What follows belongs to an exercise in optimizing a design on an open flow for small area, a short achievable clock period and few clock cycles per item; a production flow would make more cautious choices.
In this exercise RTL edits were held to simulation tests only and were not proved equivalent to the original.

==> flow/design.v <==
package muldiv_pkg;
    localparam int unsigned XLEN_DEF = 32;
    localparam int unsigned CNT_W    = 5;
    localparam logic [6:0] F7_MULDIV = 7'b0000001;
    localparam logic [2:0] F3_MUL    = 3'b000;
    localparam logic [2:0] F3_MULH   = 3'b001;
    localparam logic [2:0] F3_MULHSU = 3'b010;
    localparam logic [2:0] F3_MULHU  = 3'b011;
    localparam logic [2:0] F3_DIV    = 3'b100;
    localparam logic [2:0] F3_DIVU   = 3'b101;
    localparam logic [2:0] F3_REM    = 3'b110;
    localparam logic [2:0] F3_REMU   = 3'b111;
    localparam logic [31:0] DIV0_Q     = 32'hFFFF_FFFF;
    localparam logic [31:0] SIGNED_MIN = 32'h8000_0000;
    typedef enum logic [2:0] {
        ST_IDLE,
        ST_MUL,
        ST_DIV,
        ST_FIXUP,
        ST_DONE
    } state_e;
    function automatic logic f3_is_mul(input logic [2:0] f3);
        f3_is_mul = ~f3[2];
    endfunction
    function automatic logic f3_is_signed_div(input logic [2:0] f3);
        f3_is_signed_div = f3[2] & ~f3[0];
    endfunction
endpackage
module div_step
#(
    parameter int unsigned XLEN = 32
) (
    input  logic [XLEN-1:0] rem_i,
    input  logic            dvd_bit_i,
    input  logic [XLEN-1:0] dvs_i,
    output logic [XLEN-1:0] rem_nxt_c,
    output logic            q_bit_c
);
    logic [XLEN:0] shifted;
    logic [XLEN:0] diff;
    always_comb begin
        shifted   = {rem_i, dvd_bit_i};
        diff      = shifted - {1'b0, dvs_i};
        q_bit_c   = ~diff[XLEN];
        rem_nxt_c = q_bit_c ? diff[XLEN-1:0] : shifted[XLEN-1:0];
    end
endmodule
module muldiv_seq
#(
    parameter int unsigned XLEN       = 32,
    parameter int unsigned MUL_STAGES = 2
) (
    input  logic            clk,
    input  logic            rst_n,
    input  logic            req_valid,
    output logic            req_ready,
    input  logic [XLEN-1:0] a,
    input  logic [XLEN-1:0] b,
    input  logic [2:0]      funct3,
    input  logic            flush,
    output logic            resp_valid,
    input  logic            resp_ready,
    output logic [XLEN-1:0] res,
    output logic            busy
);
    muldiv_pkg::state_e state_q;
    muldiv_pkg::state_e state_d;
    logic [muldiv_pkg::CNT_W-1:0] cnt_q, cnt_d;
    logic [XLEN-1:0]   opa_q, opa_d;
    logic [XLEN-1:0]   opb_q, opb_d;
    logic [XLEN-1:0]   rem_q, rem_d;
    logic [XLEN-1:0]   res_q, res_d;
    logic [2:0]        f3_q, f3_d;
    logic              negq_q, negq_d;
    logic              negr_q, negr_d;
    logic              resp_valid_q, resp_valid_d;
    logic              busy_q, busy_d;
    logic              accept;
    logic              sdiv;
    logic              a_neg, b_neg;
    logic [XLEN-1:0]   mag_a, mag_b;
    logic              mul_a_sgn, mul_b_sgn;
    logic [2*XLEN-1:0] ext_a, ext_b, prod;
    logic [XLEN-1:0]   step_rem;
    logic              step_q;
    assign req_ready  = (state_q == muldiv_pkg::ST_IDLE) && !flush;
    assign resp_valid = resp_valid_q;
    assign res        = res_q;
    assign busy       = busy_q;
    always_comb begin
        accept = req_valid && (state_q == muldiv_pkg::ST_IDLE) && !flush;
        sdiv   = muldiv_pkg::f3_is_signed_div(funct3);
        a_neg  = a[XLEN-1];
        b_neg  = b[XLEN-1];
        mag_a  = (sdiv && a_neg) ? -a : a;
        mag_b  = (sdiv && b_neg) ? -b : b;
    end
    always_comb begin
        mul_a_sgn = (f3_q == muldiv_pkg::F3_MULH) || (f3_q == muldiv_pkg::F3_MULHSU);
        mul_b_sgn = (f3_q == muldiv_pkg::F3_MULH);
        ext_a     = {{XLEN{opa_q[XLEN-1] & mul_a_sgn}}, opa_q};
        ext_b     = {{XLEN{opb_q[XLEN-1] & mul_b_sgn}}, opb_q};
        prod      = ext_a * ext_b;
    end
    div_step #(.XLEN(XLEN)) u_div_step (
        .rem_i     (rem_q),
        .dvd_bit_i (opa_q[XLEN-1]),
        .dvs_i     (opb_q),
        .rem_nxt_c (step_rem),
        .q_bit_c   (step_q)
    );
    always_comb begin
        state_d      = state_q;
        cnt_d        = cnt_q;
        opa_d        = opa_q;
        opb_d        = opb_q;
        rem_d        = rem_q;
        res_d        = res_q;
        f3_d         = f3_q;
        negq_d       = negq_q;
        negr_d       = negr_q;
        resp_valid_d = resp_valid_q;
        busy_d       = busy_q;
        case (state_q)
            muldiv_pkg::ST_IDLE: begin
                if (accept) begin
                    f3_d   = funct3;
                    cnt_d  = '0;
                    busy_d = 1'b1;
                    if (muldiv_pkg::f3_is_mul(funct3)) begin
                        opa_d   = a;
                        opb_d   = b;
                        cnt_d   = muldiv_pkg::CNT_W'(MUL_STAGES - 1);
                        state_d = muldiv_pkg::ST_MUL;
                    end else if (b == '0) begin
                        res_d        = funct3[1] ? a : muldiv_pkg::DIV0_Q;
                        resp_valid_d = 1'b1;
                        state_d      = muldiv_pkg::ST_DONE;
                    end else if (sdiv && (a == muldiv_pkg::SIGNED_MIN) && (b == '1)) begin
                        res_d        = funct3[1] ? '0 : muldiv_pkg::SIGNED_MIN;
                        resp_valid_d = 1'b1;
                        state_d      = muldiv_pkg::ST_DONE;
                    end else begin
                        opa_d   = mag_a;
                        opb_d   = mag_b;
                        rem_d   = '0;
                        cnt_d   = muldiv_pkg::CNT_W'(XLEN - 1);
                        negq_d  = sdiv && (a_neg != b_neg);
                        negr_d  = sdiv && a_neg;
                        state_d = muldiv_pkg::ST_DIV;
                    end
                end
            end
            muldiv_pkg::ST_MUL: begin
                if (cnt_q == '0) begin
                    res_d        = (f3_q == muldiv_pkg::F3_MUL) ? prod[XLEN-1:0] : prod[2*XLEN-1:XLEN];
                    resp_valid_d = 1'b1;
                    state_d      = muldiv_pkg::ST_DONE;
                end else begin
                    cnt_d = cnt_q - muldiv_pkg::CNT_W'(1);
                end
            end
            muldiv_pkg::ST_DIV: begin
                rem_d = step_rem;
                opa_d = {opa_q[XLEN-2:0], step_q};
                if (cnt_q == '0) begin
                    state_d = muldiv_pkg::ST_FIXUP;
                end else begin
                    cnt_d = cnt_q - muldiv_pkg::CNT_W'(1);
                end
            end
            muldiv_pkg::ST_FIXUP: begin
                if (f3_q[1]) begin
                    res_d = negr_q ? -rem_q : rem_q;
                end else begin
                    res_d = negq_q ? -opa_q : opa_q;
                end
                resp_valid_d = 1'b1;
                state_d      = muldiv_pkg::ST_DONE;
            end
            muldiv_pkg::ST_DONE: begin
                if (resp_ready) begin
                    resp_valid_d = 1'b0;
                    busy_d       = 1'b0;
                    state_d      = muldiv_pkg::ST_IDLE;
                end
            end
            default: begin
                state_d      = muldiv_pkg::ST_IDLE;
                resp_valid_d = 1'b0;
                busy_d       = 1'b0;
            end
        endcase
        if (flush) begin
            state_d      = muldiv_pkg::ST_IDLE;
            resp_valid_d = 1'b0;
            busy_d       = 1'b0;
            cnt_d        = '0;
            res_d        = res_q;
        end
    end
    always_ff @(posedge clk or negedge rst_n) begin
        if (!rst_n) begin
            state_q      <= muldiv_pkg::ST_IDLE;
            cnt_q        <= '0;
            opa_q        <= '0;
            opb_q        <= '0;
            rem_q        <= '0;
            res_q        <= '0;
            f3_q         <= '0;
            negq_q       <= 1'b0;
            negr_q       <= 1'b0;
            resp_valid_q <= 1'b0;
            busy_q       <= 1'b0;
        end else begin
            state_q      <= state_d;
            cnt_q        <= cnt_d;
            opa_q        <= opa_d;
            opb_q        <= opb_d;
            rem_q        <= rem_d;
            res_q        <= res_d;
            f3_q         <= f3_d;
            negq_q       <= negq_d;
            negr_q       <= negr_d;
            resp_valid_q <= resp_valid_d;
            busy_q       <= busy_d;
        end
    end
endmodule
==> flow/run.sh <==
#!/bin/bash
# synth_recipe.tcl (not shown) runs the flow's synth.tcl, then flattens the netlist and writes it again
# the make line also repeats each setting of config.mk as NAME=value (left out here)
make -C /OpenROAD-flow-scripts/flow DESIGN_CONFIG=/design/flow/config.mk WORK_HOME=/design/flow/orfs CLKGATE_MAP_FILE= SYNTH_SCRIPT=/design/flow/synth_recipe.tcl finish
==> flow/config.mk <==
export PLATFORM = sky130hd
export DESIGN_NAME = muldiv_seq
export DESIGN_NICKNAME = muldiv_seq
export VERILOG_FILES = /design/flow/design.v
export SDC_FILE = /design/flow/constraint.sdc
export NUM_CORES = 4
export LEC_CHECK = 0
export CAP_MARGIN = 20
export CORE_MARGIN = 2
export CORE_UTILIZATION = 35
export SLEW_MARGIN = 20
==> flow/constraint.sdc <==
create_clock -name core_clock -period 10.5 [get_ports {clk}]
set_input_delay 2.1000 -clock core_clock [delete_from_list [all_inputs] [get_ports {clk}]]
set_output_delay 2.1000 -clock core_clock [all_outputs]
set_load 0.01 [all_outputs]
==> results.toml <==
[outcome]
status = "finished clean"

[synth]
synth_edf_count = 0
synth.top_cell.area_share = 0.453
syn_inst = 5804
ys_types = 89
yosysTopAreaCell = "fa_1"
synthFlopType = "dfrtp_1"
yosysMostFrequentCell = "inv_1"
async_flop_share = 1.00
avgSynthCellArea_um2 = 8.57
synth_area_leaders = "fa_1 (45%), inv_1 (9.4%), dfrtp_1 (7.2%)"
synth_commonest_cells = "inv_1 (1,241), fa_1 (1,126), nand2_1 (949)"
syn-cell-area_um2 = 49700
yosys_warnings = 2
synth_fp_nets = 7254
synth.yosys.seq_area_share = 0.0719
synth_seq_cells = 143

[critical_path]
path_class = "reg2reg"
arrival_ns = 9.89
r2r-start = "opb_q[2]$_DFFE_PN0P_"
start_kind = "register"
reg2reg_slack_ns = 1.0
startpoint = "opb_q[2]$_DFFE_PN0P_"
cp_max_fo = 32
cp-end-kind = "register"
cp_data_required_time_ns = 10.89

[die]
core-area_um2 = 141000
start_util = 0.352
die-width_um = 381
die_h_um = 381
io_pins = 107
rows = 138
die-area_um2 = 145000

[grt]
grt_pass1_vias = 41600
antenna_found_initial = 7
grt_pass1_wl_mm = 259
grt_overflow_total = 0
grt_use_total = 0.235
grt_max_degree = 80

[finish]
final_layout_size_suffix_gt1_frac = 0.0359
final_cells = 7602
area_growth_pct = 7.25
nets = 7147

[clock_tree]
cts_tree = "yes"
cts_buffers = 17
htreeDepth = 4
cts_sinks = 143
clk_latency_ns = 0.46
cts_root_buf = "clkbuf_16"
hold_buffers = 0
cts_setup_buffers = 0
clk_pin_slew_ns = 0.07
cts_resized = 0
cts_max_path_buffers = 2

[route]
vias_per_cell = 5.27
wl_per_cell_um = 22.1
vias = 40000
firstDrtPassIters = 6
drt_wl_total_mm = 168
drt_iter0_drc = 3658
drcViolationCount = 0
ant_nets = 0

[sta]
rsz0062_at_grt = "no"
fin_crit_sh = 0.905
tns_ns = 0
finalMaxSlewViolations = 0
setup_viol_count_final = 0
hold_violations = 0
setup_ws_ns = 0.996
holdWs_ns = 0.530
fin_skew_ns = 0.0188
tightestPinTransition_ns = 1.26
relSlewSlack = 0.151
fmax_mhz = 105
period_needed_ns = 9.50

[placed_design]
port_buffers = 106
dp.cells = 7568
gp_congestion = 0.983
pre_cts_slack_ns = 1.00
dp_hpwl_mm = 138

[min_path]
hp-start = "res_q[12]$_DFFE_PN0P_"
min_path_type = "reg2reg"

[flow_run]
maxCapViolations = 0
[logic make-up (layout without fill, tap and decap cells)]
family / Yosys count / in the layout / synth area share
multiplexers: 39 / 39 / 0.00790
buffers and inverters: 1593 / 1498 / 0.122
AO/OA/AOI/OAI: 700 / 700 / 0.0880
other: 0 / 3 / 0
AND/OR/NAND/NOR: 1753 / 1753 / 0.159
XOR/XNOR: 198 / 198 / 0.0349
flip-flops: 143 / 143 / 0.0719
adder cells (fa/ha/maj): 1378 / 1378 / 0.517
[sequential cells by signal, indices dropped and copies added (netlist names), 3 cells and up]
register,flops
f3_q,3
opa_q,32
res_q,32
state_q,3
cnt_q,5
rem_q,32
opb_q,32
[per-stage QoR]
stage          utilization  instance area, um^2
6_report             0.378                53400
3_5_place_dp         0.374                52800
3_3_place_gp         0.374                52800
4_1_cts              0.378                53300
2_1_floorplan            -                49700
5_1_grt              0.378                53300
[worst max-delay path: stages (launching register included)]
cell	delay, ns
dfrtp_1	1.01
inv_1	0.32
nor4_1	0.43
fa_1	0.47
inv_1	0.26
fa_1	0.46
inv_1	0.12
fa_1	0.62
inv_1	0.32
fa_1	0.60
inv_1	0.53
fa_1	0.55
fa_1	0.51
fa_1	0.51
inv_1	0.05
fa_1	0.47
inv_1	0.04
ha_1	0.48
and3_1	0.23
nand2_1	0.07
or2_2	0.31
o31ai_4	0.35
a21oi_2	0.10
or4b_1	0.51
nand3_1	0.09
[final timing paths]
| kind | endpoint | cells past startpoint |
|---|---|---|
| setup reg to reg | res_q[24]$_DFFE_PN0P_ | 24 |
| hold / removal | res_q[12]$_DFFE_PN0P_ | 2 |
| setup / recovery | res_q[24]$_DFFE_PN0P_ | 24 |
| hold reg to reg | res_q[12]$_DFFE_PN0P_ | 2 |
| min in group asynchronous | resp_valid_q$_DFFE_PN0P_ | 1 |
| max in group asynchronous | opb_q[28]$_DFFE_PN0P_ | 3 |
[placed cells by master, fill, tap and decap left out, types with 28 or more instances in the layout]
cell type	count
inv_1	1241
fa_1	1126
nand2_1	949
nor2_1	273
and2_1	265
ha_1	252
a21oi_1	216
o21ai_0	176
dfrtp_1	138
buf_4	117
clkdlybuf4s50_1	105
xnor2_1	100
xor2_1	98
nand3_1	39
a21o_1	39
mux2i_1	37
nand4_1	35
o21ai_1	35
o31ai_1	33
nor3_1	32
or3_1	28
[routing by layer]
metal	track usage	share of wire	vias up
li1	-	-	17300
met5	0	0	-
met4	0.0947	0.049	0
met1	0.311	0.40	20900
met3	0.0370	0.076	324
met2	0.384	0.47	1554
[layout make-up]
cell class | instances | area [um^2]
fillers | 14700 | 87900
repair buffers | 225 | 1980
diodes | 3 | 7.51
clock inverters | 11 | 134
inverters | 1242 | 4660
well taps | 1890 | 2360
multi-input cells | 4068 | 40200
clock buffers | 20 | 437
flip-flops and latches | 143 | 3580
Testbench counts, summed over its fixed seeds: cycles 43,463, ops 2,400.

==> port drivers added, routing unchanged <==
No port has a modelled driver above. Below, the same layout with a new extraction and two added sets of constraints. Step 1: set_driving_cell puts a clkbuf_16 on clk and a buf_2 on each other input, an assumption about the parent block. Step 2 also shifts input and output timing later by t, the mid clock arrival at the registers, as if the neighbouring blocks saw the same clock. Slacks: ideal ports / drivers / drivers and shift; pairs: ideal ports / drivers.
t, ns: 0.508
setup slack, ns: 0.996 / 0.996 / 0.996
worst slew at a driven data input, ns: 0.05
pins driven straight from the clock port: 1
After both steps this run still meets setup and hold. The setup slack of this run moves by 0.000 ns with the drivers and by 0.000 ns with both steps.
